Background: an optimization exercise with open tools, aiming at small area. Do not read the settings as production practice. RTL that was checked went through simulation tests only; none was proved equivalent to the original. Only the layout flow was run in runs 1 and 2; the RTL was not checked for function there. Power and IR drop assume default switching activity.

$ cat flow/config.mk
export PLATFORM = sky130hd
export DESIGN_NAME = pfiform_gearbox
export DESIGN_NICKNAME = pfiform_gearbox
export VERILOG_FILES = /design/flow/design.v
export SDC_FILE = /design/flow/constraint.sdc
export NUM_CORES = 4
export LEC_CHECK = 0
export CAP_MARGIN = 20
export CORE_MARGIN = 2
export CORE_UTILIZATION = 65
export SLEW_MARGIN = 20
export SYNTH_HIERARCHICAL = 1
export SYNTH_MINIMUM_KEEP_SIZE = 0
$ cat flow/constraint.sdc
create_clock -name core_clock -period 5.0 [get_ports {i_core_clk}]
set_input_delay 1.0000 -clock core_clock [delete_from_list [all_inputs] [get_ports {i_core_clk}]]
set_output_delay 1.0000 -clock core_clock [all_outputs]
set_load 0.01 [all_outputs]
$ cat flow/design.v
module pfiform_rotate #(
    parameter int LANES  = 32,
    parameter int LANE_W = 8,
    parameter int DIR    = 0
) (
    input  logic [4:0]              shift,
    input  logic [LANES*LANE_W-1:0] din,
    output logic [LANES*LANE_W-1:0] dout_n
);
    logic [LANES*LANE_W-1:0] s1_n;
    logic [LANES*LANE_W-1:0] s2_n;
    logic [3:0]              h1_n;
    logic [3:0]              h2_n;
    always_comb begin
        for (int j = 0; j < 4; j++) begin
            h1_n[j] = (shift[2:1] != 2'(j));
            h2_n[j] = (shift[4:3] != 2'(j));
        end
    end
    pfiform_rot2i #(.LANES(LANES), .LANE_W(LANE_W), .SH(1), .DIR(DIR)) u_s0 (
        .sel (shift[0]), .din (din), .dout_n (s1_n));
    pfiform_rot4n #(.LANES(LANES), .LANE_W(LANE_W), .SH(2), .DIR(DIR)) u_s1 (
        .h_n (h1_n), .x_n (s1_n), .y_n (s2_n));
    pfiform_rot4n #(.LANES(LANES), .LANE_W(LANE_W), .SH(8), .DIR(DIR)) u_s2 (
        .h_n (h2_n), .x_n (s2_n), .y_n (dout_n));
endmodule
module pfiform_rot2i #(
    parameter int LANES  = 32,
    parameter int LANE_W = 8,
    parameter int SH     = 1,
    parameter int DIR    = 0
) (
    input  logic                    sel,
    input  logic [LANES*LANE_W-1:0] din,
    output logic [LANES*LANE_W-1:0] dout_n
);
    localparam int OFS = DIR ? SH : (LANES - SH);
    always_comb begin
        for (int l = 0; l < LANES; l++) begin
            dout_n[l*LANE_W +: LANE_W] = ~(sel ? din[((l + OFS) % LANES)*LANE_W +: LANE_W]
                                               : din[l*LANE_W +: LANE_W]);
        end
    end
endmodule
module pfiform_rot4n #(
    parameter int LANES  = 32,
    parameter int LANE_W = 8,
    parameter int SH     = 1,
    parameter int DIR    = 0
) (
    input  logic [3:0]              h_n,
    input  logic [LANES*LANE_W-1:0] x_n,
    output logic [LANES*LANE_W-1:0] y_n
);
    localparam int W = LANES * LANE_W;
    logic [3:0][W-1:0] src_n;
    logic [3:0][W-1:0] hs_n;
    logic [1:0][W-1:0] pair;
    always_comb begin
        for (int j = 0; j < 4; j++) begin
            hs_n[j] = {W{h_n[j]}};
            for (int l = 0; l < LANES; l++) begin
                src_n[j][l*LANE_W +: LANE_W] =
                    x_n[((l + (DIR ? j * SH : LANES - j * SH)) % LANES)*LANE_W +: LANE_W];
            end
        end
    end
    pfiform_pair_sel #(.W(W)) u_p0 (
        .a_n (hs_n[0]), .b_n (src_n[0]), .c_n (hs_n[1]), .d_n (src_n[1]), .y (pair[0]));
    pfiform_pair_sel #(.W(W)) u_p1 (
        .a_n (hs_n[2]), .b_n (src_n[2]), .c_n (hs_n[3]), .d_n (src_n[3]), .y (pair[1]));
    assign y_n = ~(pair[0] | pair[1]);
endmodule
module pfiform_bank_sel #(
    parameter int LANES  = 32,
    parameter int LANE_W = 8
) (
    input  logic [LANES-1:0][3:0]           hot_n,
    input  logic [3:0][LANES*LANE_W-1:0]    q_n,
    output logic [LANES*LANE_W-1:0]         y_n
);
    localparam int W = LANES * LANE_W;
    logic [3:0][W-1:0] hs_n;
    logic [1:0][W-1:0] pair;
    always_comb begin
        for (int b = 0; b < 4; b++) begin
            for (int l = 0; l < LANES; l++) begin
                hs_n[b][l*LANE_W +: LANE_W] = {LANE_W{hot_n[l][b]}};
            end
        end
    end
    pfiform_pair_sel #(.W(W)) u_p0 (
        .a_n (hs_n[0]), .b_n (q_n[0]), .c_n (hs_n[1]), .d_n (q_n[1]), .y (pair[0]));
    pfiform_pair_sel #(.W(W)) u_p1 (
        .a_n (hs_n[2]), .b_n (q_n[2]), .c_n (hs_n[3]), .d_n (q_n[3]), .y (pair[1]));
    assign y_n = ~(pair[0] | pair[1]);
endmodule
module pfiform_rot_last #(
    parameter int LANES  = 32,
    parameter int LANE_W = 8
) (
    input  logic [LANES-1:0]        sel_lo_n,
    input  logic [LANES-1:0]        sel_hi_n,
    input  logic [LANES*LANE_W-1:0] x_n,
    output logic [LANES*LANE_W-1:0] dout
);
    localparam int W = LANES * LANE_W;
    logic [W-1:0] lo_n;
    logic [W-1:0] hi_n;
    logic [W-1:0] src_hi_n;
    always_comb begin
        for (int k = 0; k < LANES; k++) begin
            lo_n[k*LANE_W +: LANE_W]     = {LANE_W{sel_lo_n[k]}};
            hi_n[k*LANE_W +: LANE_W]     = {LANE_W{sel_hi_n[k]}};
            src_hi_n[k*LANE_W +: LANE_W] = x_n[((k + LANES / 2) % LANES)*LANE_W +: LANE_W];
        end
    end
    pfiform_pair_sel #(.W(W)) u_p (
        .a_n (lo_n), .b_n (x_n), .c_n (hi_n), .d_n (src_hi_n), .y (dout));
endmodule
module pfiform_pair_sel #(
    parameter int W = 256
) (
    input  logic [W-1:0] a_n,
    input  logic [W-1:0] b_n,
    input  logic [W-1:0] c_n,
    input  logic [W-1:0] d_n,
    output logic [W-1:0] y
);
    assign y = ~((a_n | b_n) & (c_n | d_n));
endmodule
module pfiform_therm (
    input  logic [4:0]  x,
    output logic [31:0] gt
);
    logic [31:0] g;
    logic [31:0] gn;
    always_comb begin
        g = '0;
        for (int k = 0; k < 5; k++) begin
            gn = '0;
            for (int l = 0; l < (2 << k); l++) begin
                if (l & (1 << k)) gn[l] = x[k] & g[l & ((1 << k) - 1)];
                else              gn[l] = x[k] | g[l];
            end
            g = gn;
        end
        gt = g;
    end
endmodule
module pfiform_gearbox #(
    parameter int LANES  = 32,
    parameter int LANE_W = 8,
    parameter int DEPTH  = 128
) (
    input  logic                       i_core_clk,
    input  logic                       i_rx_rst,
    input  logic                       i_flush,
    input  logic                       JoinEnable,
    output logic                       JoinPermit,
    input  logic [$clog2(LANES + 1)-1:0]    JoinAmount,
    input  logic [LANES*LANE_W-1:0]    JoinData,
    input  logic                       PopPermit,
    input  logic [$clog2(LANES + 1)-1:0]    PopAmount,
    output logic                       PopEnable,
    output logic [LANES*LANE_W-1:0]    PopData,
    output logic [$clog2(LANES + 1)-1:0]    PopCount,
    output logic [$clog2(DEPTH + 1)-1:0]    Level,
    output logic                       ProtErr
);
    localparam int W  = LANES * LANE_W;
    localparam int CW = $clog2(LANES + 1);
    localparam int LW = $clog2(DEPTH + 1);
    localparam int PW = $clog2(DEPTH);
    localparam int OW = $clog2(LANES);
    localparam int NB = DEPTH / LANES;
    localparam int BW = $clog2(NB);
    localparam int RG = 1;             
    localparam logic [CW-1:0] LANES_C  = CW'(LANES);
    localparam logic [LW:0]   ROOM_MAX = (LW + 1)'(DEPTH - LANES);
    localparam logic IDLE  = 1'b0;
    localparam logic DRAIN = 1'b1;
    logic          state;
    logic [PW-1:0] wr_ptr;
    logic [PW-1:0] pop_ptr;    
    logic          join_ok;
    logic          pop_ok;
    logic          join_fire;
    logic          pop_full;
    logic          pop_part;
    logic          prot_hit;
    logic [CW-1:0] join_n;
    logic [CW-1:0] pop_n;
    assign JoinPermit = (state == IDLE) && ({1'b0, Level} <= ROOM_MAX);
    assign join_ok   = (JoinAmount != '0) && (JoinAmount <= LANES_C);
    assign pop_ok    = (PopAmount != '0) && (PopAmount <= LANES_C);
    assign join_fire = JoinEnable && JoinPermit && join_ok;
    assign pop_full  = PopPermit && pop_ok && (Level >= LW'(PopAmount));
    assign pop_part  = PopPermit && pop_ok && (state == DRAIN) && (Level != '0) &&
                       (Level < LW'(PopAmount));
    assign pop_n  = pop_full ? PopAmount : (pop_part ? Level[CW-1:0] : '0);
    assign join_n = join_fire ? JoinAmount : '0;
    assign prot_hit = (JoinEnable && (!JoinPermit || !join_ok)) || (PopPermit && !pop_ok);
    assign PopEnable = (PopCount != '0);
    logic [OW-1:0]              wr_off;
    logic [BW-1:0]              wr_bank;
    logic [NB-1:0]              wr_bank_hot;
    logic [W-1:0]               wr_rot_n;
    logic [OW:0]                wr_end;
    logic [LANES-1:0]           wr_gt_off;
    logic [LANES-1:0]           wr_gt_end;
    logic [LANES-1:0]           wr_win;
    logic [NB-1:0][LANES-1:0]   wr_en;
    logic [NB-1:0][W-1:0]       mem_n;
    assign wr_off  = wr_ptr[OW-1:0];
    assign wr_bank = wr_ptr[PW-1:OW];
    assign wr_end  = {1'b0, wr_off} + (OW + 1)'(JoinAmount);
    pfiform_rotate #(
        .LANES  (LANES),
        .LANE_W (LANE_W),
        .DIR    (0)
    ) u_wr_rot (
        .shift  (wr_off),
        .din    (JoinData),
        .dout_n (wr_rot_n)
    );
    pfiform_therm u_wr_t0 (.x (wr_off),          .gt (wr_gt_off));
    pfiform_therm u_wr_t1 (.x (wr_end[OW-1:0]),  .gt (wr_gt_end));
    always_comb begin
        for (int b = 0; b < NB; b++) begin
            wr_bank_hot[b] = (wr_bank == BW'(b));
        end
        for (int l = 0; l < LANES; l++) begin
            wr_win[l] = join_fire &&
                        (wr_end[OW] ? (!wr_gt_off[l] || wr_gt_end[l]) : (!wr_gt_off[l] && wr_gt_end[l]));
        end
        for (int b = 0; b < NB; b++) begin
            for (int l = 0; l < LANES; l++) begin
                wr_en[b][l] = wr_win[l] &&
                              (wr_gt_off[l] ? wr_bank_hot[(b + NB - 1) % NB] : wr_bank_hot[b]);
            end
        end
    end
    always_ff @(posedge i_core_clk) begin
        for (int b = 0; b < NB; b++) begin
            for (int l = 0; l < LANES; l++) begin
                if (wr_en[b][l]) begin
                    mem_n[b][l*LANE_W +: LANE_W] <= wr_rot_n[l*LANE_W +: LANE_W];
                end
            end
        end
    end
    logic [OW-1:0]              rd_off;
    logic [BW-1:0]              rd_bank;
    logic [RG-1:0][NB-1:0]      rd_bank_hot;
    logic [LANES-1:0]           rd_gt_off;
    logic [LANES-1:0]           cnt_gt;
    logic [LANES-1:0][NB-1:0]   rd_hot_n;
    logic [3:0]                 rd_h1_n;
    logic [3:0]                 rd_h2_n;
    logic [LANES-1:0]           rd_lo_n;
    logic [LANES-1:0]           rd_hi_n;
    logic [W-1:0]               rd_s0_n;
    logic [W-1:0]               rd_s1_n;
    logic [W-1:0]               rd_s2_n;
    assign rd_off  = pop_ptr[OW-1:0];
    assign rd_bank = pop_ptr[PW-1:OW];
    logic [PW-1:0]              rd_ptr_now;
    logic [LANES-1:0]           rd_gt_nxt;
    assign rd_ptr_now = pop_ptr + PW'(PopCount);
    pfiform_therm u_rd_t0 (.x (rd_ptr_now[OW-1:0]), .gt (rd_gt_nxt));
    always_ff @(posedge i_core_clk) begin
        rd_gt_off <= rd_gt_nxt;
        for (int g = 0; g < RG; g++) begin
            for (int b = 0; b < NB; b++) begin
                rd_bank_hot[g][b] <= (rd_ptr_now[PW-1:OW] == BW'(b));
            end
        end
        for (int j = 0; j < 4; j++) begin
            rd_h1_n[j] <= (rd_ptr_now[1:0] != 2'(j));
            rd_h2_n[j] <= (rd_ptr_now[3:2] != 2'(j));
        end
    end
    pfiform_therm u_rd_t1 (.x (PopCount[OW-1:0]),   .gt (cnt_gt));
    always_comb begin
        for (int l = 0; l < LANES; l++) begin
            for (int b = 0; b < NB; b++) begin
                rd_hot_n[l][b] = !(rd_gt_off[l] ? rd_bank_hot[l / (LANES / RG)][(b + NB - 1) % NB]
                                                : rd_bank_hot[l / (LANES / RG)][b]);
            end
        end
        for (int k = 0; k < LANES; k++) begin
            rd_lo_n[k] = !((PopCount[OW] || cnt_gt[k]) && !rd_off[OW-1]);
            rd_hi_n[k] = !((PopCount[OW] || cnt_gt[k]) &&  rd_off[OW-1]);
        end
    end
    pfiform_bank_sel #(
        .LANES  (LANES),
        .LANE_W (LANE_W)
    ) u_rd_sel (
        .hot_n (rd_hot_n),
        .q_n   (mem_n),
        .y_n   (rd_s0_n)
    );
    pfiform_rot4n #(.LANES(LANES), .LANE_W(LANE_W), .SH(1), .DIR(1)) u_rd_s1 (
        .h_n (rd_h1_n), .x_n (rd_s0_n), .y_n (rd_s1_n));
    pfiform_rot4n #(.LANES(LANES), .LANE_W(LANE_W), .SH(4), .DIR(1)) u_rd_s2 (
        .h_n (rd_h2_n), .x_n (rd_s1_n), .y_n (rd_s2_n));
    pfiform_rot_last #(
        .LANES  (LANES),
        .LANE_W (LANE_W)
    ) u_rd_last (
        .sel_lo_n (rd_lo_n),
        .sel_hi_n (rd_hi_n),
        .x_n      (rd_s2_n),
        .dout     (PopData)
    );
    logic [LW-1:0] lvl_j;
    logic [LW-1:0] lvl_p;
    logic [LW-1:0] lvl_jp;
    logic [LW-1:0] lvl_nxt;
    assign lvl_j  = Level + LW'(JoinAmount);
    assign lvl_p  = Level - LW'(PopAmount);
    assign lvl_jp = Level + LW'(JoinAmount) - LW'(PopAmount);
    always_comb begin
        if (pop_part)
            lvl_nxt = LW'(join_n);
        else if (pop_full)
            lvl_nxt = join_fire ? lvl_jp : lvl_p;
        else
            lvl_nxt = join_fire ? lvl_j : Level;
    end
    always_ff @(posedge i_core_clk) begin
        if (i_rx_rst) begin
            state    <= IDLE;
            wr_ptr   <= '0;
            pop_ptr  <= '0;
            PopCount <= '0;
            Level    <= '0;
            ProtErr  <= 1'b0;
        end else begin
            wr_ptr   <= wr_ptr + PW'(join_n);
            pop_ptr  <= rd_ptr_now;
            PopCount <= pop_n;
            Level    <= lvl_nxt;
            ProtErr  <= ProtErr | prot_hit;
            case (state)
                IDLE:    if (i_flush && (Level != '0)) state <= DRAIN;
                DRAIN:   if (Level == '0) state <= IDLE;
                default: state <= IDLE;
            endcase
        end
    end
endmodule
$ cat flow/flow/run.sh
#!/bin/bash
# The standard layout (the standard.sh: standard synthesis, then ORFS to finish), with one
# change: the buffers that ORFS puts on every input and output port are plain
# sky130_fd_sc_hd__buf_1 cells (the resizer may still upsize them) instead of the delay cell that
# buffer_ports picks by default. The full make output goes to standard_run.log.
set -euo pipefail
bash standard.sh BUFFER_PORTS_ARGS="-buffer_cell sky130_fd_sc_hd__buf_1" finish > standard_run.log 2>&1
$ cat flow/standard.sh
#!/bin/bash
# synth_recipe.tcl (not shown) runs the flow's synth.tcl, then flattens the netlist and writes it again
# the make line also repeats each setting of config.mk as NAME=value (left out here)
make -C /OpenROAD-flow-scripts/flow DESIGN_CONFIG=/design/flow/config.mk WORK_HOME=/design/flow/orfs CLKGATE_MAP_FILE= SYNTH_SCRIPT=/design/flow/synth_recipe.tcl "${@:-finish}"
==> summary.txt, run 1 <==
Synthesis
  • EDFF count, synth: ~1000
  • Leading cell types by total area after synthesis: edfxtp_1 (47%), o22ai_1 (27%), nor2_1 (9.0%)
  • Number of synthesized register bits: 1098
  • Leading area contributor after synthesis: edfxtp_1
  • Top_reg_cell synth: edfxtp_1
  • Synth async-reset ratio: 0%
  • Post-Syn Instances: 6701
  • Synth warn: 16
  • Syn nets: 7015
  • Share of the synthesized area in the top cell type: a little under half
  • Post-synthesis sequential area ratio: around half
  • Synth unique cells: 67
  • Syn_area_per_cell: between 9 and 10 µm²
  • Synth Cell Area: roughly 65000 µm²

Status
  • Status: did not finish
  • Stage reached: 5_1_grt
  • Err: [ERROR GRT-0116] Global routing finished with congestion. Check the congestion regions in the DRC Viewer.

Placed design
  • Dpl ws: roughly 300 ps
  • Placed inst area: between 70000 and 80000 µm²
  • IO buf count: 545
  • HPWL Detailed: 257000 µm
  • GPL Wtd Cong: between 1 and 1.5

GRT
  • First-pass GRT wire length: ~540000 µm
  • GRT Residual Overflow: 4
  • Largest net degree at the start of global routing: 168
  • Vias in the first global route: ~77000
  • Total GRT Usage: 72.4%

Clock network
  • # clock sinks: between 1000 and 1500
  • # H-tree levels: 3
  • Max clock buf depth: 3
  • Clk root buf: clkbuf_16
  • CTS Buf Count: around 100
  • Post-CTS Hold Buffers: 0
  • # Post-CTS Setup Buffers: 0

Die
  • Starting Density: 65.3%
  • Die X-Extent: 321 µm
  • Num rows: approximately 120
  • Die span in y: around 320 µm
  • I/O pin cnt: 546
-- kinds of logic after synthesis --
| group | share of synthesized area, % |
|---|---|
| xor+xnor | 0.255 |
| compound gates | 30.5 |
| mux | 5.95 |
| buf+inv | 1.72 |
| simple gates | 11.2 |
| flops | 49.5 |
| fa+ha+maj | 0.857 |
| other cells | 0.0230 |
-- worst min-delay path by stage --
stage          depth (start not counted)  slack [ps]     from       to
3_5_place_dp                           2         530  ProtErr  ProtErr
4_1_cts                                2         500  ProtErr  ProtErr
3_3_place_gp                           2         470  ProtErr  ProtErr
2_1_floorplan                          2         480    state    state
-- routing by layer --
layer | GRT overflow | GRT usage, %
met1 | 0 | 73.3
met2 | 2 | 90.7
met3 | 0 | 52.7
met4 | 2 | 71.1
met5 | 0 | 34.8
-- through the flow --
step / cells / hold slack [ps]
4_1_cts: 9076 / 500
3_5_place_dp: 8883 / 528
3_3_place_gp: 8883 / 468
2_1_floorplan: 6701 / 483
-- power by group through the flow --
stage               sequential, mW  clock (mW)  combinational (mW)
CTS                           12.4        8.05                21.3
detailed placement            12.6           0                20.8
global placement              12.5           0                20.2
floorplan                     12.7           0                10.9
-- repair_timing --
action | CTS
hold endpoints to repair | 0
endpoints found under the setup margin | 251
resized for setup | 45
cloned | 0
-- cells in the mapped netlist (all sizes together) (19+ instances only) --
cell    instances
clkbuf        123
edfxtp       1024
o21ai          60
nor2b          29
nand4b         31
nor2         1565
dfxtp          74
mux2i         386
nand2b         19
nand2          61
inv            39
buf            64
a32oi          94
a21oi          35
o21bai         44
o22ai        2817
ha             35
-- Yosys stat by module (local to each module, per instance), a selection --
module,cells,times used,flops+latches
pfiform_therm,57,4,0
pfiform_gearbox,2084,1,1098
==> run 2: changes to the inputs <==
--- a/flow/design.v
+++ b/flow/design.v
@@ -177,3 +177,2 @@
     localparam int BW = $clog2(NB);
-    localparam int RG = 1;             
     localparam logic [CW-1:0] LANES_C  = CW'(LANES);
@@ -253,5 +252,3 @@
     logic [OW-1:0]              rd_off;
-    logic [BW-1:0]              rd_bank;
-    logic [RG-1:0][NB-1:0]      rd_bank_hot;
-    logic [LANES-1:0]           rd_gt_off;
+    logic [LANES-1:0][BW-1:0]   rd_lane_bank;
     logic [LANES-1:0]           cnt_gt;
@@ -266,3 +263,2 @@
     assign rd_off  = pop_ptr[OW-1:0];
-    assign rd_bank = pop_ptr[PW-1:OW];
     logic [PW-1:0]              rd_ptr_now;
@@ -272,7 +268,4 @@
     always_ff @(posedge i_core_clk) begin
-        rd_gt_off <= rd_gt_nxt;
-        for (int g = 0; g < RG; g++) begin
-            for (int b = 0; b < NB; b++) begin
-                rd_bank_hot[g][b] <= (rd_ptr_now[PW-1:OW] == BW'(b));
-            end
+        for (int l = 0; l < LANES; l++) begin
+            rd_lane_bank[l] <= rd_ptr_now[PW-1:OW] + BW'(rd_gt_nxt[l]);
         end
@@ -287,4 +280,3 @@
             for (int b = 0; b < NB; b++) begin
-                rd_hot_n[l][b] = !(rd_gt_off[l] ? rd_bank_hot[l / (LANES / RG)][(b + NB - 1) % NB]
-                                                : rd_bank_hot[l / (LANES / RG)][b]);
+                rd_hot_n[l][b] = (rd_lane_bank[l] != BW'(b));
             end
--- a/flow/config.mk
+++ b/flow/config.mk
@@ -9,3 +9,4 @@
 export CORE_MARGIN = 2
-export CORE_UTILIZATION = 65
+export CORE_UTILIZATION = 55
+export SETUP_SLACK_MARGIN = 0.1
 export SLEW_MARGIN = 20
==> run 2 against run 1 <==
  * Synthesized cell count decreased by 0.13%
  * Area after synthesis up 0.48%
  * Now fails the layout checks on setup timing
==> summary.txt, run 2 <==
Synthesis
  • Number of synthesized register bits: 1126 (+2.6%)
  • Synth cell count leaders: o22ai_1 (2816), nor2_1 (1441), edfxtp_1 (1024)
  • Share of the synthesized area in the top cell type: 47.0% (-0.23 points)
  • Post-synthesis sequential area ratio: 50.1% (+0.62 points)
  • Syn_area_per_cell: 9.78 µm² (+0.62%)
  • Synth Cell Area: 65400 µm² (+0.48%)
  • Synth unique cells: 66 (-1.5%)
  • Top_reg_cell synth: edfxtp_1
  • Synth warn: 16 (unchanged)
  • EDFF count, synth: 1024 (unchanged)
  • Post-Syn Instances: 6692 (-0.13%)
  • Syn nets: 7038 (+0.33%)
  • Leading cell types by total area after synthesis: edfxtp_1 (47%), o22ai_1 (27%), nor2_1 (8.3%)
  • Leading area contributor after synthesis: edfxtp_1
  • Count leader, synth: o22ai_1
  • Synth async-reset ratio: 0% (unchanged)

Setup path
  • Critical path type: register to output port
  • Crit path buffers/inverters: 1
  • Critical path's largest stage delay: 750 ps
  • Worst path most repeated cell: o22ai_1
  • Crit Path Max Fanout: 8
  • Crit-path leading delay family: simple AND/OR/NAND/NOR gates
  • Nature of the critical path endpoint: output port
  • Slowest cell on the critical path: nor2_1
  • Cell Chain, Critical Path: nand2b_1 > o22ai_1 > nor2_1 > o22ai_1 > nor2_1 > o22ai_1 > nor2_1 > o22ai_1 > buf_1
  • Worst Path Arrival: between 4000 and 5000 ps
  • Worst Path Required: 4000 ps
  • Crit start category: register
  • Reg2reg path depth: 7
  • CP Depth: 9
  • Reg2reg setup slack: about 540 ps

Placed design
  • HPWL Detailed: 268000 µm (+4.3%)
  • GPL Wtd Cong: 1.15 (+0.11%)
  • Placed inst area: 72600 µm² (+0.14%)
  • IO buf count: 545 (unchanged)
  • Dpl ws: 297 ps (+1.26 ps)

Layout
  • Largest registers: mem_n: 1024 flops, rd_lane_bank: 64 flops, Level: 8 flops
  • FILL cells: just over 9000
  • Design Area, Final: about 76000 µm²
  • Multi-input logic area: 32000 µm²
  • Storage cell area: between 30000 and 40000 µm²
  • Largest register FFs: just over 1000
  • Share of post-route cells with drive strength above 1: under 10%
  • Final core utilization: about 65%
  • Most common cell after layout, fill and taps aside: o22ai_1
  • Reg with most FFs: mem_n
  • Final net count: around 8000
  • Most frequent cells in the layout: o22ai_1 (2816), nor2_1 (1403), edfxtp_1 (1024), buf_1 (545), buf_4 (401)
  • Synth-to-layout area growth: 16.7%

STA
  • RSZ-0062 raised after global routing: yes
  • Fin crit share: 101%
  • Fmax: slightly below 0.2 GHz
  • WHS: approximately 490 ps
  • Fin worst setup slack: -48.5 ps
  • Final Hold Vio Count: 0
  • Crit path time final: approximately 5000 ps
  • Tightest Pin Transition: 1300 ps
  • Worst Skew: ~80 ps
  • Final Setup Violations: 8
  • Slew margin rel.: between 10% and 20%
  • Setup_tns: -245 ps
  • Final Slew Violations: 0

Power and ir drop
  • Static leakage: 24.6 nW
  • VDD IR max: roughly 0.6 mV
  • Power Density: roughly 670 nW/µm²

Die
  • Core area: approximately 120000 µm²
  • Starting Density: 55.4% (-9.9 points)
  • Die area: 122000 µm²
  • Die span in y: 349 µm (+8.9%)
  • Die X-Extent: 349 µm (+8.9%)
  • Num rows: 126 (+8.6%)
  • I/O pin cnt: 546 (unchanged)

Clock network
  • Clk root buf: clkbuf_16
  • CTS Buf Count: 107 (+3.9%)
  • Max clock buf depth: 3 (unchanged)
  • Register clock-pin slew on the reported worst setup and hold paths: roughly 70 ps
  • # clock sinks: 1126 (+2.6%)
  • Post-CTS Resized: 0 (-100%)
  • # Post-CTS Setup Buffers: 0 (unchanged)
  • Post-CTS Hold Buffers: 0 (unchanged)
  • # H-tree levels: 3 (unchanged)
  • CTS tree: yes
  • Clock latency on the worst-skew pair: 760 ps

Hold path
  • Hold Path Cell Cnt: 2
  • Worst Hold Class: register to register

Detailed routing
  • Metal2 WL: approximately 140000 µm
  • Wire length on met1: 111000 µm
  • Drt initial violations: between 15000 and 20000
  • Via density: around 7.9
  • ANT nets after route: 0
  • Final WL: between 300000 and 400000 µm
  • Top Metal Used: met5
  • DR WL/cell: 37.2 µm
  • # DRC: 0
  • Detailed-route via count: ~73000
  • Detailed Routing Iterations Pass 1: 13
  • Met3 routed WL: between 60000 and 70000 µm

GRT
  • Total GRT Usage: approximately 54%
  • Vias in the first global route: around 63000
  • First-pass GRT wire length: about 470000 µm
  • GRT Residual Overflow: 0
  • Antenna violations before repair: 13
  • Largest net degree at the start of global routing: between 150 and 200

Flow run
  • Max Cap Viol: 0

Status
  • Status: finished with violations
  • SO Faults: setup timing
## run 2: cell types whose count changed after synthesis, sizes merged, moves of 34 or more
| cell | before | now |
|---|---|---|
| a21oi | 35 | 69 |
| a32oi | 94 | 0 |
| clkbuf | 123 | 73 |
| mux2i | 386 | 260 |
| nand2 | 61 | 124 |
| nand2b | 19 | 84 |
| nor2 | 1565 | 1443 |
| o32a | 0 | 62 |
## run 2: cell type report
type | count | area share [%]
tap | 1536 | 2.52
inverter | 36 | 0.177
clock inverter | 57 | 0.890
timing repair buffer | 985 | 7.61
sequential | 1126 | 43.0
clock buffer | 145 | 3.85
multi-input combinational | 5402 | 41.9
antenna | 13 | 0.0426
## run 2: worst paths after layout
check                   start          end
max          rd_lane_bank[47]  PopData[82]
min                   ProtErr      ProtErr
max reg2reg         wr_ptr[0]   mem_n[940]
min reg2reg           ProtErr      ProtErr
## run 2: worst register-to-register path, delay by kind of cell, from the launching register on
family | cells | cell delay (ps)
DFF | 1 | 340
AOI/OAI and AO/OA | 2 | 400
buffers and inverters | 2 | 1050
muxes | 1 | 1060
and+or+nand+nor | 2 | 1310
## run 2: stage by stage
stage | cells | power (mW)
2_1_floorplan | 6692 | 27.5
3_3_place_gp | 9082 | 39.5
3_5_place_dp | 9084 | 39.9
4_1_cts | 9286 | 48.1
5_1_grt | 9287 | 50.9
6_report | 9300 | 50.9
## run 2: cell families after synthesis
logic type | count (synthesis) | share of synthesized area [%]
AOI/OAI and AO/OA | 3130 | 30.3
and+or+nand+nor | 1882 | 12.0
DFF | 1126 | 50.1
muxes | 262 | 4.03
buffers and inverters | 164 | 1.38
adders and majority gates | 73 | 1.46
xor gates and xnor gates | 51 | 0.682
other | 4 | 0.0229
## run 2: layer usage
layer,track usage (%),up-vias
met1,64.8,34800
met4,45.2,6
met2,74.8,7050
met3,24.4,1709
li1,-,29900
met5,0,-
## run 2: per-module statistics from Yosys, one instance, submodules excluded, excerpt
module	flops+latches	cells inside
pfiform_therm	0	57
pfiform_gearbox	1126	2075
## run 2: report_power, final
part / switching [mW] / internal (mW) / leakage [nW]
clock: 3.63 / 4.64 / 1.73
combinational: 22.0 / 7.34 / 12.9
sequential: 0.574 / 12.8 / 10.0
==> run 3: changes to the inputs <==
--- a/flow/design.v
+++ b/flow/design.v
@@ -265,3 +265,5 @@
     logic [LANES-1:0]           rd_gt_nxt;
-    assign rd_ptr_now = pop_ptr + PW'(PopCount);
+    logic [BW-1:0]              rd_bank_inc;
+    assign rd_ptr_now  = pop_ptr + PW'(PopCount);
+    assign rd_bank_inc = rd_ptr_now[PW-1:OW] + BW'(1);
     pfiform_therm u_rd_t0 (.x (rd_ptr_now[OW-1:0]), .gt (rd_gt_nxt));
@@ -269,3 +271,3 @@
         for (int l = 0; l < LANES; l++) begin
-            rd_lane_bank[l] <= rd_ptr_now[PW-1:OW] + BW'(rd_gt_nxt[l]);
+            rd_lane_bank[l] <= rd_gt_nxt[l] ? rd_bank_inc : rd_ptr_now[PW-1:OW];
         end
--- a/flow/config.mk
+++ b/flow/config.mk
@@ -7,7 +7,7 @@
 export LEC_CHECK = 0
-export CAP_MARGIN = 20
+export CAP_MARGIN = 30
 export CORE_MARGIN = 2
 export CORE_UTILIZATION = 55
-export SETUP_SLACK_MARGIN = 0.1
-export SLEW_MARGIN = 20
+export SETUP_SLACK_MARGIN = 0.35
+export SLEW_MARGIN = 30
 export SYNTH_HIERARCHICAL = 1
==> run 3 against run 2 <==
  * The run now finishes clean
  * Largest power group unchanged
  * Final cell count grew 0.15%
  * Critical path type unchanged
  * Highest routed layer unchanged
  * Final area grew 0.30%
  * Non-clock buffer count shrank 50
  * Area after synthesis is essentially flat
  * Sequential power shrank 8%
  * Fmax grew 4.8%
==> summary.txt, run 3 <==
Status
  • Status: no timing/DRC/antenna violations

Hold path
  • Worst Hold Class: input pin to register
  • Hold Crit Start: i_flush

STA
  • Final Setup Violations: 0 (-8)
  • RSZ-0062 raised after global routing: yes
  • Crit path time final: 4820 ps (-229 ps)
  • Tightest Pin Transition: 1300 ps (+1.25 ps)
  • Fin crit share: 96.4% (-4.6 points)
  • Worst Skew: 73.3 ps (-4.54 ps)
  • Final Hold Vio Count: 0 (unchanged)
  • WHS: 493 ps (-0.404 ps)
  • Setup_tns: 0 ps (+245 ps)
  • Slew margin rel.: 13.2% (-0.083 points)
  • Final Slew Violations: 0 (unchanged)
  • Fin worst setup slack: 181 ps (+229 ps)
  • Fmax: 0.207 GHz (+4.8%)

Synthesis
  • Post-synthesis sequential area ratio: 50.1% (about the same)
  • Count leader, synth: o22ai_1
  • Synth cell count leaders: o22ai_1 (2816), nor2_1 (1446), edfxtp_1 (1024)
  • Leading cell types by total area after synthesis: edfxtp_1 (47%), o22ai_1 (27%), nor2_1 (8.3%)
  • Share of the synthesized area in the top cell type: 47.0% (about the same)
  • Syn nets: 7058 (+0.28%)
  • Top_reg_cell synth: edfxtp_1
  • Leading area contributor after synthesis: edfxtp_1
  • Synth Cell Area: 65400 µm² (about the same)
  • Synth async-reset ratio: 0% (unchanged)
  • Syn_area_per_cell: 9.70 µm² (-0.79%)
  • EDFF count, synth: 1024 (unchanged)
  • Synth warn: 16 (unchanged)
  • Number of synthesized register bits: 1126 (unchanged)
  • Synth unique cells: 68 (+3.0%)
  • Post-Syn Instances: 6744 (+0.78%)

Layout
  • Share of post-route cells with drive strength above 1: 11.0% (+1.7 points)
  • Most common cell after layout, fill and taps aside: o22ai_1
  • Largest register FFs: 1024 (unchanged)
  • Multi-input logic area: 32500 µm² (+1.4%)
  • Design Area, Final: 76600 µm² (+0.30%)
  • FILL cells: 9090 (-2.7%)
  • Final net count: 7970 (-0.42%)
  • Most frequent cells in the layout: o22ai_1 (2806), nor2_1 (1237), edfxtp_1 (1024), buf_1 (545), buf_4 (342)
  • Largest registers: mem_n: 1024 flops, rd_lane_bank: 64 flops, Level: 8 flops
  • Reg with most FFs: mem_n
  • Final core utilization: 64.9% (+0.20 points)
  • Synth-to-layout area growth: 17.0%
  • Non-filler cells, final: 9314 (+0.15%)
  • Storage cell area: 32800 µm² (about the same)

GRT
  • Gr busiest metal: met2
  • Vias in the first global route: 63900 (+1.0%)
  • Total GRT Usage: 54.9% (+0.61 points)
  • First-pass GRT wire length: 473000 µm (+1.0%)
  • Antenna violations before repair: 21 (+8)
  • Met3 Use GR: 25.9% (+1.5 points)
  • GRT Residual Overflow: 0 (unchanged)
  • M2 GR Usage: 75.2% (+0.42 points)
  • Largest net degree at the start of global routing: 168 (+2.4%)
  • Met1 Track Usage GR: 65.0% (+0.22 points)

Setup path
  • Crit Path Max Fanout: 8 (unchanged)
  • Cell Chain, Critical Path: nand2b_1 > o22ai_1 > nor2_1 > o22ai_1 > nor2_1 > o22ai_1 > nor2_1 > o22ai_1 > buf_1
  • Worst path most repeated cell: o22ai_1
  • Worst Path Required: 4000 ps (about the same)
  • Reg2Reg Launch Point: wr_ptr[0]
  • Nature of the critical path endpoint: output port
  • Critical path's largest stage delay: 520 ps (-230 ps)
  • Slowest cell on the critical path: nor2_1
  • Critical path type: register to output port
  • Worst Path Arrival: 3820 ps (-230 ps)
  • Crit start category: register
  • Critical path launch point: rd_lane_bank[45]

Clock network
  • Max clock buf depth: 3 (unchanged)
  • Clk root buf: clkbuf_16
  • Post-CTS Hold Buffers: 0 (unchanged)
  • # H-tree levels: 3 (unchanged)
  • CTS tree: yes
  • # Post-CTS Setup Buffers: 0 (unchanged)
  • Register clock-pin slew on the reported worst setup and hold paths: 70 ps (about the same)
  • Clock latency on the worst-skew pair: 760 ps (about the same)
  • CTS Buf Count: 105 (-1.9%)
  • # clock sinks: 1126 (unchanged)

Detailed routing
  • DR WL/cell: 37.5 µm (+0.98%)
  • Final WL: 350000 µm (+1.1%)
  • ANT nets after route: 0 (unchanged)
  • # DRC: 0 (unchanged)
  • Drt initial violations: 16200 (-0.89%)
  • Detailed Routing Iterations Pass 1: 11 (-2)
  • Detailed-route via count: 73800 (+0.45%)
  • Via density: 7.92 (+0.30%)

Flow run
  • Max Cap Viol: 0 (unchanged)

Die
  • I/O pin cnt: 546 (unchanged)
  • Starting Density: 55.4% (about the same)
  • Die span in y: 349 µm (about the same)
  • Die X-Extent: 349 µm (about the same)
  • Num rows: 126 (unchanged)
  • Core area: 118000 µm² (unchanged)
  • Die area: 122000 µm² (about the same)

Power and ir drop
  • Tot Pwr: 41.2 mW (-19%)
  • Power Density: 537 nW/µm² (-19%)
  • Static leakage: 24.3 nW (-1.4%)
  • VDD IR max: 0.390 mV (-35%)

Placed design
  • GPL Wtd Cong: 1.12 (-2.7%)
  • Placed Instances: 9079 (-0.055%)
  • Dpl ws: 511 ps (+214 ps)
  • HPWL Detailed: 268000 µm (-0.25%)
  • IO buf count: 545 (unchanged)
  • Placed inst area: 72200 µm² (-0.62%)
==> run 3: what timing repair did <==
action                                  CTS  global route
pin swaps                                 0             0
hold endpoints to repair                  0             0
gates resized for setup                  75           142
gates cloned                              0             0
endpoints found under the setup margin  151           220
==> run 3: worst paths after layout <==
| path | to | slack [ps] | cells past startpoint |
|---|---|---|---|
| min reg2reg | ProtErr | 540 | 2 |
| max reg2reg | mem_n[960] | 490 | 8 |
| max | PopData[161] | 180 | 9 |
| min | state | 490 | 3 |
==> run 3: per-layer routing <==
metal / part of all wire, % / wire length [µm]
met2: 39 / 137000
met4: 11 / 38700
met3: 18 / 61600
met1: 32 / 113000
met5: 0.025 / 88
==> run 3: power breakdown <==
| part | switching [mW] | internal [mW] | total (mW) |
|---|---|---|---|
| combinational | 15.6 | 5.06 | 20.6 |
| clock | 3.63 | 4.57 | 8.20 |
| sequential | 0.370 | 12.0 | 12.3 |
| total | 19.6 | 21.6 | 41.2 |
==> run 3: Yosys stat by module, one instance, submodules excluded, excerpt <==
| module | times used | flip-flops and latches | cells | area [µm²] |
|---|---|---|---|---|
| pfiform_gearbox | 1 | 1126 | 2127 | 38900 |
| pfiform_therm | 4 | 0 | 57 | 295 |
==> run 3: worst max-delay path: cells and delay by family (launching register included) <==
kind	cells	cell delay [ps]
AND/OR/NAND/NOR	4	1690
AO/OA/AOI/OAI	4	830
flip-flops	1	360
buffers and inverters	1	190
==> run 3: cells by family (layout without fill, tap and decap cells) <==
family | Yosys count | after routing | share of synthesized area [%]
AOI/OAI and AO/OA | 3118 | 3118 | 29.9
xor gates and xnor gates | 85 | 85 | 1.14
adders and majority gates | 41 | 41 | 0.853
buffers and inverters | 167 | 1171 | 1.50
DFF | 1126 | 1126 | 50.1
muxes | 262 | 262 | 4.01
other | 4 | 34 | 0.0229
and+or+nand+nor | 1941 | 1941 | 12.4
==> run 3: final cells by class <==
class	count	area share, %
tap	1536	2.51
sequential	1126	42.9
clock inverter	52	0.823
timing repair buffer	935	7.28
inverter	37	0.181
multi-input combinational	5451	42.4
clock buffer	147	3.85
antenna	30	0.0980
==> run 4: changes to the inputs <==
--- a/flow/config.mk
+++ b/flow/config.mk
@@ -10,3 +10,6 @@
 export CORE_UTILIZATION = 55
-export SETUP_SLACK_MARGIN = 0.35
+export CTS_CLUSTER_DIAMETER = 80
+export CTS_CLUSTER_SIZE = 25
+export GPL_TIMING_DRIVEN = 0
+export SETUP_SLACK_MARGIN = 0.7
 export SLEW_MARGIN = 30
==> run 4 against run 3 <==
  * Non-clock buffer count fell by 153
  * Sequential share of layout area rose by 0.15 points
  * Total power fell by 7.5%
  * Via count fell by 1.8%
==> summary.txt, run 4 <==
Status
  • Status: no timing/DRC/antenna violations

Detailed routing
  • Detailed-route via count: 72400 (-1.8%)
  • Via density: 7.99 (+0.87%)
  • Detailed Routing Iterations Pass 1: 14 (+3)
  • # DRC: 0 (unchanged)
  • Final WL: 346000 µm (-0.92%)
  • ANT nets after route: 0 (unchanged)
  • Drt initial violations: 16200 (+0.087%)
  • DR WL/cell: 38.2 µm (+1.8%)

STA
  • Final Hold Vio Count: 0 (unchanged)
  • WHS: 513 ps (+19.1 ps)
  • Fin crit share: 89.3% (-7.1 points)
  • Slew margin rel.: 17.4% (+4.2 points)
  • Worst Skew: 74.3 ps (+1.05 ps)
  • Crit path time final: 4470 ps (-353 ps)
  • Setup_tns: 0 ps (unchanged)
  • Tightest Pin Transition: 1230 ps (-62.3 ps)
  • Final Slew Violations: 0 (unchanged)
  • Final Setup Violations: 0 (unchanged)
  • Fmax: 0.224 GHz (+7.9%)
  • Fin worst setup slack: 534 ps (+353 ps)
  • RSZ-0062 raised after global routing: yes

Layout
  • Most common cell after layout, fill and taps aside: o22ai_1
  • Share of post-route cells with drive strength above 1: 13.4% (+2.4 points)
  • Final net count: 7765 (-2.6%)
  • Largest registers: mem_n: 1024 flops, rd_lane_bank: 64 flops, Level: 8 flops
  • Design Area, Final: 76300 µm² (-0.33%)
  • Synth-to-layout area growth: 16.6%
  • Most frequent cells in the layout: o22ai_1 (2806), edfxtp_1 (1024), nor2_1 (933), buf_1 (545), nor2_2 (328)
  • Largest register FFs: 1024 (unchanged)
  • Final core utilization: 64.6% (-0.22 points)
  • FILL cells: 9606 (+5.7%)
  • Reg with most FFs: mem_n
  • Non-filler cells, final: 9064 (-2.7%)

Placed design
  • Placed Instances: 8893 (-2.0%)
  • Dpl ws: -1320 ps (-1830 ps)
  • IO buf count: 545 (unchanged)
  • Placed inst area: 71200 µm² (-1.3%)
  • GPL Wtd Cong: 1.09 (-1.9%)
  • HPWL Detailed: 268000 µm (+0.27%)

Clock network
  • Max clock buf depth: 3 (unchanged)
  • # clock sinks: 1126 (unchanged)
  • Register clock-pin slew on the reported worst setup and hold paths: 100 ps (+30 ps)
  • CTS tree: yes
  • CTS Buf Count: 53 (-50%)
  • Clock latency on the worst-skew pair: 730 ps (-30 ps)
  • Clk root buf: clkbuf_16
  • # H-tree levels: 2 (-1)

Setup path
  • Slowest cell on the critical path: dfxtp_1
  • Crit start category: register
  • Crit-path leading delay family: simple AND/OR/NAND/NOR gates
  • Worst path most repeated cell: o22ai_1
  • Crit path buffers/inverters: 1 (unchanged)
  • Critical path launch point: rd_lane_bank[10]
  • Nature of the critical path endpoint: output port
  • Critical path's largest stage delay: 420 ps (-100 ps)
  • Crit Path Max Fanout: 8 (unchanged)
  • Worst Path Required: 4000 ps (about the same)
  • Critical path type: register to output port
  • Cell Chain, Critical Path: nand2b_2 > o22ai_1 > nor2_2 > o22ai_1 > nor2_2 > o22ai_1 > nor2_1 > o22ai_1 > buf_1
  • Reg2Reg Launch Point: wr_ptr[4]
  • Worst Path Arrival: 3470 ps (-350 ps)

Power and ir drop
  • VDD IR max: 0.357 mV (-8.6%)
  • Static leakage: 23.1 nW (-4.9%)
  • Tot Pwr: 38.1 mW (-7.5%)
  • Power Density: 499 nW/µm² (-7.1%)

Synthesis
  • Post-Syn Instances: 6744 (unchanged)
  • Synth unique cells: 68 (unchanged)
  • Syn nets: 7058 (unchanged)
  • Post-synthesis sequential area ratio: 50.1% (unchanged)
  • Top_reg_cell synth: edfxtp_1
  • Synth async-reset ratio: 0% (unchanged)
  • Number of synthesized register bits: 1126 (unchanged)
  • Leading cell types by total area after synthesis: edfxtp_1 (47%), o22ai_1 (27%), nor2_1 (8.3%)
  • EDFF count, synth: 1024 (unchanged)
  • Synth cell count leaders: o22ai_1 (2816), nor2_1 (1446), edfxtp_1 (1024)
  • Count leader, synth: o22ai_1
  • Syn_area_per_cell: 9.70 µm² (unchanged)
  • Synth Cell Area: 65400 µm² (unchanged)
  • Leading area contributor after synthesis: edfxtp_1
  • Synth warn: 16 (unchanged)
  • Share of the synthesized area in the top cell type: 47.0% (unchanged)

Flow run
  • Max Cap Viol: 0 (unchanged)

Die
  • Die span in y: 349 µm (unchanged)
  • Core area: 118000 µm² (unchanged)
  • I/O pin cnt: 546 (unchanged)
  • Die area: 122000 µm² (unchanged)
  • Die X-Extent: 349 µm (unchanged)
  • Starting Density: 55.4% (unchanged)
  • Num rows: 126 (unchanged)

GRT
  • Vias in the first global route: 60700 (-5.1%)
  • First-pass GRT wire length: 457000 µm (-3.4%)
  • GRT Residual Overflow: 0 (unchanged)
  • Largest net degree at the start of global routing: 98 (-42%)
  • Total GRT Usage: 53.4% (-1.5 points)
  • Antenna violations before repair: 23 (+9.5%)

Hold path
  • Worst Hold Class: register to register
  • Hold Crit Start: ProtErr
-- run 4: cell type report --
| type | count | area [µm²] | area share [%] |
|---|---|---|---|
| timing repair buffer | 652 | 4130 | 5.41 |
| inverter | 37 | 139 | 0.182 |
| antenna | 32 | 80.1 | 0.105 |
| tap | 1536 | 1920 | 2.52 |
| clock buffer | 91 | 1480 | 1.94 |
| clock inverter | 9 | 186 | 0.244 |
| multi-input combinational | 5451 | 34700 | 45.5 |
| buffer | 130 | 867 | 1.14 |
| sequential | 1126 | 32800 | 43.0 |
-- run 4: cells by family after synthesis --
family	Yosys count	share of synthesized area (%)
AO/OA/AOI/OAI	3118	29.9
buffers and inverters	167	1.50
XOR/XNOR	85	1.14
adder cells (fa/ha/maj)	41	0.853
AND/OR/NAND/NOR	1941	12.4
multiplexers	262	4.01
flip-flops	1126	50.1
other	4	0.0229
-- run 4: repair_timing --
action,4_1_cts,5_1_grt
buffers inserted,6,26
pin swaps,4,19
hold endpoints to repair,0,0
hold buffers,0,0
endpoints found under the setup margin,1240,932
gates cloned,0,5
gates resized for setup,316,526
-- run 4: worst register-to-register path, cell delays in order (launching register included) --
cell and delay, ps:
dfxtp_2 810, ha_1 450, nor3_1 230, a221oi_1 90
nand3_2 270, nor3b_2 650, clkbuf_1 740, nand3_1 190
a21oi_2 590
-- run 4: metal layers --
| metal | track usage (%) | up-vias | routed length [µm] |
|---|---|---|---|
| met5 | 0 | - | 351 |
| met4 | 43.8 | 14 | 38600 |
| met3 | 24.5 | 1648 | 63500 |
| met2 | 72.4 | 6977 | 134000 |
| met1 | 64.7 | 34300 | 110000 |
| li1 | - | 29500 | - |
-- run 4: path summary, 6_finish.rpt --
check | to | slack, ps | cells past startpoint
min | ProtErr | 510 | 2
max | PopData[227] | 530 | 9
max reg2reg | mem_n[588] | 540 | 8
min reg2reg | ProtErr | 510 | 2
-- run 4: power breakdown --
part           leakage [nW]  internal (mW)  total [mW]  switching [mW]
clock                 0.787           2.14        5.10            2.96
sequential             10.0           11.9        12.3           0.327
combinational          12.3           5.03        20.7            15.7
total                  23.1           19.1        38.1            19.0
-- run 4: Yosys stat by module, one instance, submodules excluded, a selection --
| module | flip-flops and latches | area (µm²) | cells |
|---|---|---|---|
| pfiform_gearbox | 1126 | 38900 | 2127 |
| pfiform_therm | 0 | 295 | 57 |
==> run 5: changes to the inputs <==
--- a/flow/config.mk
+++ b/flow/config.mk
@@ -12,3 +12,2 @@
 export CTS_CLUSTER_SIZE = 25
-export GPL_TIMING_DRIVEN = 0
 export SETUP_SLACK_MARGIN = 0.7
==> run 5 against run 4 <==
  * Critical path depth shrank 4
  * First-iteration DRC count down 6.4%
  * Die area unchanged
  * Global-route usage is 2.7 points lower
  * Largest cell class unchanged
  * Highest routed layer unchanged
  * Clock-buffer cell count fell by 1
  * Synthesized cell count did not move
  * Via count fell by 1.4%
  * Combinational power is 3% lower
==> summary.txt, run 5 <==
Status
  • Status: no timing/DRC/antenna violations

Synthesis
  • Synth unique cells: 68 (unchanged)
  • Number of synthesized register bits: 1126 (unchanged)
  • Count leader, synth: o22ai_1
  • Synth async-reset ratio: 0% (unchanged)
  • EDFF count, synth: 1024 (unchanged)
  • Synth Cell Area: 65400 µm² (unchanged)
  • Leading cell types by total area after synthesis: edfxtp_1 (47%), o22ai_1 (27%), nor2_1 (8.3%)
  • Top_reg_cell synth: edfxtp_1
  • Synth warn: 16 (unchanged)
  • Post-Syn Instances: 6744 (unchanged)
  • Leading area contributor after synthesis: edfxtp_1
  • Syn nets: 7058 (unchanged)
  • Syn_area_per_cell: 9.70 µm² (unchanged)
  • Share of the synthesized area in the top cell type: 47.0% (unchanged)
  • Post-synthesis sequential area ratio: 50.1% (unchanged)
  • Synth cell count leaders: o22ai_1 (2816), nor2_1 (1446), edfxtp_1 (1024)

STA
  • Fmax: 0.226 GHz (+0.97%)
  • RSZ-0062 raised after global routing: yes
  • WHS: 520 ps (+7.26 ps)
  • Setup_tns: 0 ps (unchanged)
  • Tightest Pin Transition: 1270 ps (+40.5 ps)
  • Final Setup Violations: 0 (unchanged)
  • Fin crit share: 88.5% (-0.86 points)
  • Final Slew Violations: 0 (unchanged)
  • Crit path time final: 4420 ps (-43.1 ps)
  • Slew margin rel.: 14.7% (-2.7 points)
  • Final Hold Vio Count: 0 (unchanged)
  • Worst Skew: 38.1 ps (-36.3 ps)

Detailed routing
  • Detailed-route via count: 71400 (-1.4%)
  • Detailed Routing Iterations Pass 1: 10 (-4)
  • DR WL/cell: 35.6 µm (-6.7%)
  • Final WL: 326000 µm (-5.7%)
  • Drt initial violations: 15200 (-6.4%)
  • ANT nets after route: 0 (unchanged)
  • # DRC: 0 (unchanged)
  • Via density: 7.79 (-2.5%)

Layout
  • Most common cell after layout, fill and taps aside: o22ai_1
  • Final core utilization: 63.7% (-0.94 points)
  • Synth-to-layout area growth: 15.0%
  • Storage cell area: 32800 µm² (about the same)
  • Reg with most FFs: mem_n
  • Largest register FFs: 1024 (unchanged)
  • Final net count: 7873 (+1.4%)
  • Most frequent cells in the layout: o22ai_1 (2805), nor2_1 (1090), edfxtp_1 (1024), buf_1 (545), buf_4 (297)
  • Largest registers: mem_n: 1024 flops, rd_lane_bank: 64 flops, Level: 8 flops
  • Share of post-route cells with drive strength above 1: 11.9% (-1.6 points)
  • Design Area, Final: 75200 µm² (-1.4%)
  • FILL cells: 9690 (+0.87%)
  • Multi-input logic area: 33400 µm² (-3.6%)

Placed design
  • HPWL Detailed: 255000 µm (-4.8%)
  • GPL Wtd Cong: 1.12 (+2.7%)
  • Placed inst area: 71800 µm² (+0.84%)
  • IO buf count: 545 (unchanged)

Clock network
  • # clock sinks: 1126 (unchanged)
  • Register clock-pin slew on the reported worst setup and hold paths: 90 ps (about the same)
  • Clk root buf: clkbuf_16
  • CTS tree: yes
  • Max clock buf depth: 3 (unchanged)
  • Clock latency on the worst-skew pair: 710 ps (-20 ps)
  • # H-tree levels: 2 (unchanged)
  • Post-CTS Hold Buffers: 0 (unchanged)
  • CTS Buf Count: 52 (-1.9%)

GRT
  • Antenna violations before repair: 15 (-35%)
  • First-pass GRT wire length: 439000 µm (-3.9%)
  • Vias in the first global route: 59400 (-2.1%)
  • GRT Residual Overflow: 0 (unchanged)
  • Total GRT Usage: 50.7% (-2.7 points)
  • Largest net degree at the start of global routing: 182 (+86%)

Die
  • Die span in y: 349 µm (unchanged)
  • Die X-Extent: 349 µm (unchanged)
  • Starting Density: 55.4% (unchanged)
  • Die area: 122000 µm² (unchanged)
  • Core area: 118000 µm² (unchanged)
  • Num rows: 126 (unchanged)
  • I/O pin cnt: 546 (unchanged)

Setup path
  • Crit-path leading delay family: compound AO/OA/AOI/OAI gates
  • Worst Path Required: 4000 ps (about the same)
  • Critical path's largest stage delay: 850 ps (+430 ps)
  • Cell Chain, Critical Path: nor2_1 > nand2_1 > o21bai_1 > o22ai_1 > buf_1
  • Critical path type: register to output port
  • Crit Path Max Fanout: 17 (+9)
  • Slowest cell on the critical path: o21bai_1
  • Crit path buffers/inverters: 1 (unchanged)
  • Nature of the critical path endpoint: output port
  • Worst Path Arrival: 3420 ps (-50 ps)
  • Crit start category: register

Power and ir drop
  • VDD IR max: 0.359 mV (+0.67%)
  • Power Density: 497 nW/µm² (-0.51%)
  • Static leakage: 23.3 nW (+0.84%)
  • Tot Pwr: 37.3 mW (-2.0%)

Flow run
  • Max Cap Viol: 0 (unchanged)

Hold path
  • Worst Hold Class: register to register
## run 5: cell counts after synthesis
Identical to the previous run, type by type.
## run 5: layout make-up
| cell class | instances | share of cell area (%) |
|---|---|---|
| Inverter | 37 | 0.185 |
| Multi-Input combinational cell | 5451 | 44.4 |
| Sequential cell | 1126 | 43.6 |
| Clock inverter | 8 | 0.165 |
| Tap cell | 1536 | 2.55 |
| Clock buffer | 90 | 1.93 |
| Antenna cell | 23 | 0.0765 |
| Timing Repair Buffer | 891 | 7.00 |
## run 5: final timing paths
kind | startpoint | end | slack, ps | depth (start not counted)
max | PopCount[4] | PopData[32] | 580 | 5
min | ProtErr | ProtErr | 520 | 2
max reg2reg | wr_ptr[0] | mem_n[499] | 910 | 14
min reg2reg | ProtErr | ProtErr | 520 | 2
## run 5: worst min-delay path, delay by kind of cell, from the launching register on
family / cells / cell delay (ps)
flip-flops: 1 / 350
AND/OR/NAND/NOR: 1 / 80
AO/OA/AOI/OAI: 1 / 60
## run 5: through the flow
stage	setup WS (ps)	cells
after floorplan	986	6744
after global placement	566	9033
after detailed placement	475	9033
after CTS	702	9131
after global routing	539	9139
final	577	9162
## run 5: modules after synthesis (local to each module, per instance), a selection
module	area (µm²)	times used	cells	flops+latches
pfiform_gearbox	38900	1	2127	1126
pfiform_therm	295	4	57	0
## run 5: what timing repair did
action | 4_1_cts | 5_1_grt
gates cloned | 0 | 1
resized for setup | 301 | 221
pin swaps | 0 | 1
setup buffers | 0 | 4
endpoints found under the setup margin | 256 | 299
## run 5: report_power, final
| part | internal [mW] | switching [mW] | total (mW) |
|---|---|---|---|
| Clock | 2.04 | 2.88 | 4.92 |
| Combinational | 5.07 | 15.0 | 20.1 |
| Sequential | 11.9 | 0.381 | 12.3 |
| Total | 19.0 | 18.3 | 37.3 |
## run 5: metal layers
| layer | global-route usage [%] | wire [µm] | vias to the layer above |
|---|---|---|---|
| met5 | 0.840 | 215 | - |
| met4 | 36.5 | 31800 | 12 |
| met3 | 18.5 | 55200 | 1402 |
| met2 | 71.5 | 130000 | 6428 |
| met1 | 64.2 | 109000 | 33900 |
| li1 | - | - | 29600 |
## run 5: cell families after synthesis
kind of cell    Yosys count  share of synthesized area, %
compound gates         3118                          29.9
simple gates           1941                          12.4
flops                  1126                          50.1
mux                     262                          4.01
buf+inv                 167                          1.50
xor+xnor                 85                          1.14
fa+ha+maj                41                         0.853
other cells               4                        0.0229
==> run 6: changes to the inputs <==
--- a/flow/config.mk
+++ b/flow/config.mk
@@ -12,3 +12,3 @@
 export CTS_CLUSTER_SIZE = 25
-export SETUP_SLACK_MARGIN = 0.7
+export SETUP_SLACK_MARGIN = 0.4
 export SLEW_MARGIN = 30
==> run 6 against run 5 <==
  * Clock-buffer cell count decreased by 3
  * Final area decreased by 0.73%
  * Combinational power increased by 2%
  * Register-to-register slack got worse by 300 ps
  * Area after synthesis unchanged
  * Utilization decreased by 0.46 points
  * Clock skew increased by 9.2 ps
  * Synthesized cell count unchanged
  * Flip-flop and latch count unchanged
  * Sequential share of layout area increased by 0.32 points
  * Largest cell class is now registers
==> summary.txt, run 6 <==
STA
  • Final Slew Violations: 0 (unchanged)
  • Fin crit share: 96.4% (+7.9 points)
  • Tightest Pin Transition: 1330 ps (+55.9 ps)
  • WHS: 532 ps (+11.8 ps)
  • Crit path time final: 4820 ps (+395 ps)
  • Setup_tns: 0 ps (unchanged)
  • Final Hold Vio Count: 0 (unchanged)
  • Worst Skew: 47.3 ps (+9.22 ps)
  • Final Setup Violations: 0 (unchanged)
  • Slew margin rel.: 11.0% (-3.7 points)
  • Fin worst setup slack: 182 ps (-395 ps)
  • RSZ-0062 raised after global routing: yes
  • Fmax: 0.208 GHz (-8.2%)

Synthesis
  • Syn nets: 7058 (unchanged)
  • Leading cell types by total area after synthesis: edfxtp_1 (47%), o22ai_1 (27%), nor2_1 (8.3%)
  • EDFF count, synth: 1024 (unchanged)
  • Synth async-reset ratio: 0% (unchanged)
  • Post-synthesis sequential area ratio: 50.1% (unchanged)
  • Share of the synthesized area in the top cell type: 47.0% (unchanged)
  • Count leader, synth: o22ai_1
  • Syn_area_per_cell: 9.70 µm² (unchanged)
  • Leading area contributor after synthesis: edfxtp_1
  • Synth Cell Area: 65400 µm² (unchanged)
  • Synth warn: 16 (unchanged)
  • Top_reg_cell synth: edfxtp_1
  • Number of synthesized register bits: 1126 (unchanged)
  • Synth unique cells: 68 (unchanged)
  • Synth cell count leaders: o22ai_1 (2816), nor2_1 (1446), edfxtp_1 (1024)
  • Post-Syn Instances: 6744 (unchanged)

Clock network
  • CTS Buf Count: 53 (+1.9%)
  • Max clock buf depth: 3 (unchanged)
  • # Post-CTS Setup Buffers: 0 (unchanged)
  • CTS tree: yes
  • # clock sinks: 1126 (unchanged)
  • # H-tree levels: 2 (unchanged)
  • Register clock-pin slew on the reported worst setup and hold paths: 100 ps (about the same)
  • Clock latency on the worst-skew pair: 710 ps (about the same)
  • Clk root buf: clkbuf_16

Detailed routing
  • Drt initial violations: 16100 (+6.3%)
  • DR WL/cell: 37.2 µm (+4.4%)
  • Final WL: 343000 µm (+4.9%)
  • Detailed-route via count: 72600 (+1.7%)
  • Via density: 7.88 (+1.2%)
  • # DRC: 0 (unchanged)
  • Detailed Routing Iterations Pass 1: 12 (+2)
  • ANT nets after route: 0 (unchanged)

Setup path
  • Worst Path Arrival: 3820 ps (+400 ps)
  • Worst r2r dst: mem_n[940]
  • Reg2Reg Launch Point: wr_ptr[0]
  • Worst Path Required: 4000 ps (about the same)
  • Crit Path Max Fanout: 8 (-9)
  • Nature of the critical path endpoint: output port
  • Reg2reg setup slack: 610 ps (-300 ps)
  • Reg2reg path depth: 8 (-6)
  • Worst Setup EP: PopData[149]
  • Critical path type: register to output port
  • Critical path launch point: rd_lane_bank[34]
  • Crit start category: register

Die
  • Starting Density: 55.4% (unchanged)
  • Num rows: 126 (unchanged)
  • Die span in y: 349 µm (unchanged)
  • Die X-Extent: 349 µm (unchanged)
  • I/O pin cnt: 546 (unchanged)
  • Core area: 118000 µm² (unchanged)
  • Die area: 122000 µm² (unchanged)

Layout
  • Largest registers: mem_n: 1024 flops, rd_lane_bank: 64 flops, Level: 8 flops
  • Share of post-route cells with drive strength above 1: 10.1% (-1.7 points)
  • Design Area, Final: 74700 µm² (-0.73%)
  • Largest register FFs: 1024 (unchanged)
  • Synth-to-layout area growth: 14.1%
  • Final net count: 7919 (+0.58%)
  • Most frequent cells in the layout: o22ai_1 (2807), nor2_1 (1221), edfxtp_1 (1024), buf_1 (545), buf_4 (342)
  • Most common cell after layout, fill and taps aside: o22ai_1
  • Reg with most FFs: mem_n

Power and ir drop
  • Power Density: 506 nW/µm² (+1.9%)
  • Int Power: 19.1 mW (about the same)
  • Flop pwr share: 32.5% (-0.5 points)
  • NetSw: 18.7 mW (+2.3%)
  • VDD IR max: 0.468 mV (+30%)
  • Combinational share of power: 54.2% (+0.3 points)
  • Static leakage: 23.4 nW (+0.20%)
  • Tot Pwr: 37.8 mW (+1.2%)
  • Switching share of power: 49.6% (+0.56 points)
  • Clock Power Share: 13.2% (about the same)

GRT
  • GRT Residual Overflow: 0 (unchanged)
  • Largest net degree at the start of global routing: 168 (-7.7%)
  • Total GRT Usage: 53.7% (+3.0 points)
  • Antenna violations before repair: 20 (+5)
  • Vias in the first global route: 62600 (+5.5%)
  • First-pass GRT wire length: 463000 µm (+5.5%)

Placed design
  • HPWL Detailed: 268000 µm (+4.8%)
  • GPL Wtd Cong: 1.12 (-0.76%)
  • Placed inst area: 72200 µm² (+0.51%)
  • IO buf count: 545 (unchanged)
  • Dpl ws: 511 ps (+36.1 ps)

Flow run
  • Max Cap Viol: 0 (unchanged)

Hold path
  • Worst Hold Class: register to register

Status
  • Status: no timing/DRC/antenna violations
## run 6: worst min-delay path by stage
stage / from / end / slack (ps) / cells past startpoint
5_1_grt: ProtErr / ProtErr / 550 / 2
2_1_floorplan: state / state / 500 / 2
4_1_cts: i_flush / state / 520 / 3
6_report: ProtErr / ProtErr / 530 / 2
3_5_place_dp: ProtErr / ProtErr / 480 / 2
3_3_place_gp: ProtErr / ProtErr / 470 / 2
## run 6: kinds of logic (layout without fill, tap and decap cells)
| group | count (synthesis) | in the layout | synth area share, % |
|---|---|---|---|
| XOR/XNOR | 85 | 85 | 1.14 |
| adder cells (fa/ha/maj) | 41 | 41 | 0.853 |
| multiplexers | 262 | 262 | 4.01 |
| other | 4 | 29 | 0.0229 |
| buffers and inverters | 167 | 1071 | 1.50 |
| AND/OR/NAND/NOR | 1941 | 1941 | 12.4 |
| flip-flops | 1126 | 1126 | 50.1 |
| AO/OA/AOI/OAI | 3118 | 3118 | 29.9 |
## run 6: power groups by stage
stage	logic, mW	registers [mW]	clock network (mW)
2_1_floorplan	9.38	12.6	0
3_3_place_gp	18.0	12.4	0
3_5_place_dp	18.3	12.5	0
4_1_cts	18.4	12.3	4.92
5_1_grt	20.2	12.3	5.24
6_report	20.5	12.3	4.99
## run 6: layout make-up
class | count | area (µm²)
diodes | 25 | 62.6
clock buffers | 87 | 1450
clock inverters | 11 | 168
fillers | 9434 | 43400
inverters | 37 | 139
multi-input cells | 5451 | 32500
flip-flops and latches | 1126 | 32800
well taps | 1536 | 1920
repair buffers | 936 | 5580
## run 6: timing repair
item                       in CTS  in global routing
setup endpoints to repair     175                208
pin swaps                       0                  0
resized for setup              86                153
hold buffers                    0                  0
## run 6: worst max-delay path, stage by stage (launching register included)
cell and delay (ps):
dfxtp_1 400, nand2b_1 320, o22ai_1 140, nor2_2 370, o22ai_1 310, nor2_4 350, o22ai_1 150, nor2_2 330
o22ai_1 270, clkbuf_4 310, buf_1 140
## run 6: metrics by stage
| step | std cells | util (%) |
|---|---|---|
| after floorplan | 6744 | - |
| after global placement | 9079 | 61.1 |
| after detailed placement | 9079 | 61.1 |
| after CTS | 9177 | 62.7 |
| after global routing | 9187 | 63.2 |
| final | 9209 | 63.2 |
## run 6: metal layers
metal	share of wire, %	GRT usage [%]	vias to the layer above
met5	0.080	0.680	-
met4	10	41.8	20
met3	18	23.4	1619
met2	39	74.6	6909
met1	32	65.2	34300
li1	-	-	29700
## run 6: per-module statistics from Yosys (local to each module, per instance), excerpt
module,cells,area (µm²),copies in the design
pfiform_gearbox,2127,38900,1
pfiform_therm,57,295,4

==> what the ideal ports hide <==
How much do the figures lean on ideal ports? The routed layouts below were timed once more, with nothing changed but the port constraints. Step 1 assumes that a clkbuf_16 drives the clock port and a buf_2 every other input. Step 2 adds t to the input delays and takes it off the output delays; t is the mean of the earliest and latest rising clock arrival at the registers after step 1. Input paths then give back, and output paths get back, about the clock's delay inside the block. a / b / c = ideal / step 1 / step 2; a / b = the first two.
run	shift t [ns]	setup slack, ns	worst setup path after step 2	slew at the worst register clock pin (ns)
run 2	0.802	-0.048 / -0.133 / 0.051	input to register	0.08 / 0.08
run 3	0.809	0.181 / 0.097 / 0.282	input to register	0.07 / 0.07
run 4	0.774	0.534 / 0.455 / -0.046	input to register	0.10 / 0.10
run 5	0.770	0.577 / 0.495 / 0.328	input to register	0.10 / 0.10
run 6	0.775	0.182 / 0.097 / 0.340	input to register	0.11 / 0.11
With both steps, setup timing fails in run 4, where it was met with ideal ports. The setup slack of run 4, which loses most, moves by -0.079 ns with the drivers and by -0.580 ns with both steps.
